This design comes from an exercise in tuning for small area, a short achievable clock period and few clock cycles per item on the open sky130 flow, not from production work.
In this exercise RTL edits were held to simulation tests only and were not proved equivalent to the original.

== rev 12 ==
==> flow/design.v (excerpt) <==
module cubic_bezier_point_generator
(
    input  logic clk,
    input  logic rst_n,
    input  logic in_valid,
    output logic in_ready,
    input  logic [127:0] in_data,
    output logic out_valid,
    input  logic out_ready,
    output logic [38:0]  out_data
);
    function automatic logic [7:0] booth(input logic [4:0] i);
        logic [2:0] one, two;
        logic [1:0] neg;
        logic [2:0] g;
        for (int k = 0; k < 3; k++)
        begin
            g[2] = (k < 2) ? i[2*k+1] : 1'b0;
            g[1] = i[2*k];
            g[0] = (k > 0) ? i[2*k-1] : 1'b0;
            one[k] = g[1] ^ g[0];
            two[k] = (g == 3'b100) || (g == 3'b011);
            if (k < 2)
                neg[k] = g[2];
        end
        booth = {one, two, neg};
    endfunction
    logic       a_v, b_v, c_v, d_v, e_v, f_v, o_v, s_v, rdy;
    logic [4:0] a_i, d_n, f_n;
    logic [7:0] b_bc, e_bc;
    logic       fire, a_free, o_load, f_fire;
    assign fire     = !s_v;
    assign a_free   = !a_v || (a_i == 5'd31);
    assign in_ready = rdy;
    assign o_load   = !o_v || out_ready;
    assign f_fire   = fire && f_v;
    always_ff @(posedge clk or negedge rst_n)
    begin
        if (!rst_n)
        begin
            a_v <= 1'b0;
            b_v <= 1'b0;
            c_v <= 1'b0;
            d_v <= 1'b0;
            e_v <= 1'b0;
            f_v <= 1'b0;
            o_v <= 1'b0;
            s_v <= 1'b0;
            rdy <= 1'b1;
            d_n <= 5'd0;
            f_n <= 5'd0;
        end
        else
        begin
            if (fire && d_v)
                d_n <= d_n + 5'd1;
            if (f_fire)
                f_n <= f_n + 5'd1;
            if (fire)
            begin
                b_v <= a_v;
                c_v <= b_v;
                d_v <= c_v;
                e_v <= d_v;
                f_v <= e_v;
                if (a_free)
                    a_v <= in_valid;
            end
            if (o_load)
            begin
                o_v <= s_v || f_fire;
                s_v <= 1'b0;
            end
            else if (f_fire)
                s_v <= 1'b1;
            rdy <= (o_load || (fire && !f_v)) &&
                   (fire ? (a_free ? !in_valid : (a_i == 5'd30))
                         : a_free);
        end
    end
  ...
Size: roughly 5,100 cells after synthesis, about 810 flip-flops, ~53,000 µm² of cells after synthesis.
Settings: LEC_CHECK=0, ABC_AREA=1, ABC_CLOCK_PERIOD_IN_PS=3000, CAP_MARGIN=20, CORE_MARGIN=2, CORE_UTILIZATION=66, CTS_BUF_LIST=sky130_fd_sc_hd__clkbuf_16, CTS_CLUSTER_DIAMETER=100, CTS_CLUSTER_SIZE=25, SETUP_SLACK_MARGIN=5, SLEW_MARGIN=20; clock period 8.0 ns.
run.sh (not shown) runs the stock make flow with config.mk's settings and CLKGATE_MAP_FILE= SYNTH_SCRIPT=/design/flow/synth_recipe.tcl, a recipe that flattens the netlist after the stock synthesis.
Testbench counts of rev 12, summed over its fixed seeds: cycles 16,440, points 16,384.
--- input diff rev 12..rev 13 ---
Settings: CORE_UTILIZATION changed from 66 to 60.
Notes after the runs:
- Rev 13 went all the way through synthesis, placement and routing and the layout is clean on timing, DRC and antenna.
- Changes observed in rev 13 relative to rev 12: clock tree cell share of total cell area saw little to no change; met3 usage in global routing saw little to no change.


main:
Starting RTL as in the previous note.
// cubic_bezier_point_generator
module cubic_bezier_point_generator
(
    input  logic clk,
    input  logic rst_n,
    input  logic in_valid,
    output logic in_ready,
    input  logic [127:0] in_data,
    output logic out_valid,
    input  logic out_ready,
    output logic [38:0]  out_data
);
Settings: LEC_CHECK=0, ABC_AREA=1, ABC_CLOCK_PERIOD_IN_PS=3000, CAP_MARGIN=20, CORE_MARGIN=2, CORE_UTILIZATION=60, CTS_BUF_LIST=sky130_fd_sc_hd__clkbuf_8 sky130_fd_sc_hd__clkbuf_16, CTS_CLUSTER_DIAMETER=80, CTS_CLUSTER_SIZE=20, SETUP_SLACK_MARGIN=5, SLEW_MARGIN=20; clock period 8.0 ns.
main did not stop at any stage, and its layout met the timing, design-rule and antenna checks.
Testbench counts of main, summed over its fixed seeds: cycles 16,440, points 16,384.
Changes in the feature branch relative to main:
- CTS_CLUSTER_DIAMETER now 100, was 80
- PLACE_DENSITY now 0.72, previously not set
- CTS_CLUSTER_SIZE now 25, was 20
- CTS_BUF_LIST now sky130_fd_sc_hd__clkbuf_16, was sky130_fd_sc_hd__clkbuf_8 sky130_fd_sc_hd__clkbuf_16
### Flow results
main: PASS, flow complete, no timing, DRC or antenna violations
In summary, the feature branch completed successfully, with a layout that passed the timing, design-rule and antenna checks.
Delta(count of buffer and inverter cells on the critical path, the feature branch - main) < 0
Of the two values seen for capture point of the worst path, g_coord[0].d[2][9] was produced by main and g_coord[1].d[1][9] by the feature branch.
The design area reported for the feature branch is smaller than that of main by about 1%.
main and the feature branch ended up with roughly the same number of logic inverters in the finished layout.

what the ideal ports hide:
How much do the figures lean on ideal ports? The routed layouts below were timed once more, with nothing changed but the port constraints.
Step 1 sets driving cells, clkbuf_16 on the clock port and buf_2 on the other inputs (assumed; they add their load-dependent delay and slew).
Step 2 times the ports against the registers' clock, not the clock port: input delays grow and output delays shrink by t, the midpoint of the rising clock arrivals with the driver on.
Slacks: ideal ports / drivers / drivers and shift; pairs: ideal ports / drivers.
run | t (ns) | setup WS [ns] | worst hold slack (ns) | worst slew at a driven data input, ns
rev 12 | 0.676 | 4.977 / 4.986 / 4.313 | 0.444 / 0.444 / 0.444 | 0.08
rev 13 | 0.675 | 5.025 / 4.986 / 4.386 | 0.437 / 0.437 / 0.437 | 0.09
main | 0.693 | 5.040 / 4.974 / 4.379 | 0.436 / 0.436 / 0.436 | 0.09
the feature branch | 0.666 | 5.007 / 5.013 / 4.384 | 0.443 / 0.443 / 0.443 | 0.11
After both steps setup and hold are still met in every run listed. The setup slack of rev 12, which loses most, moves by +0.009 ns with the drivers and by -0.664 ns with both steps.
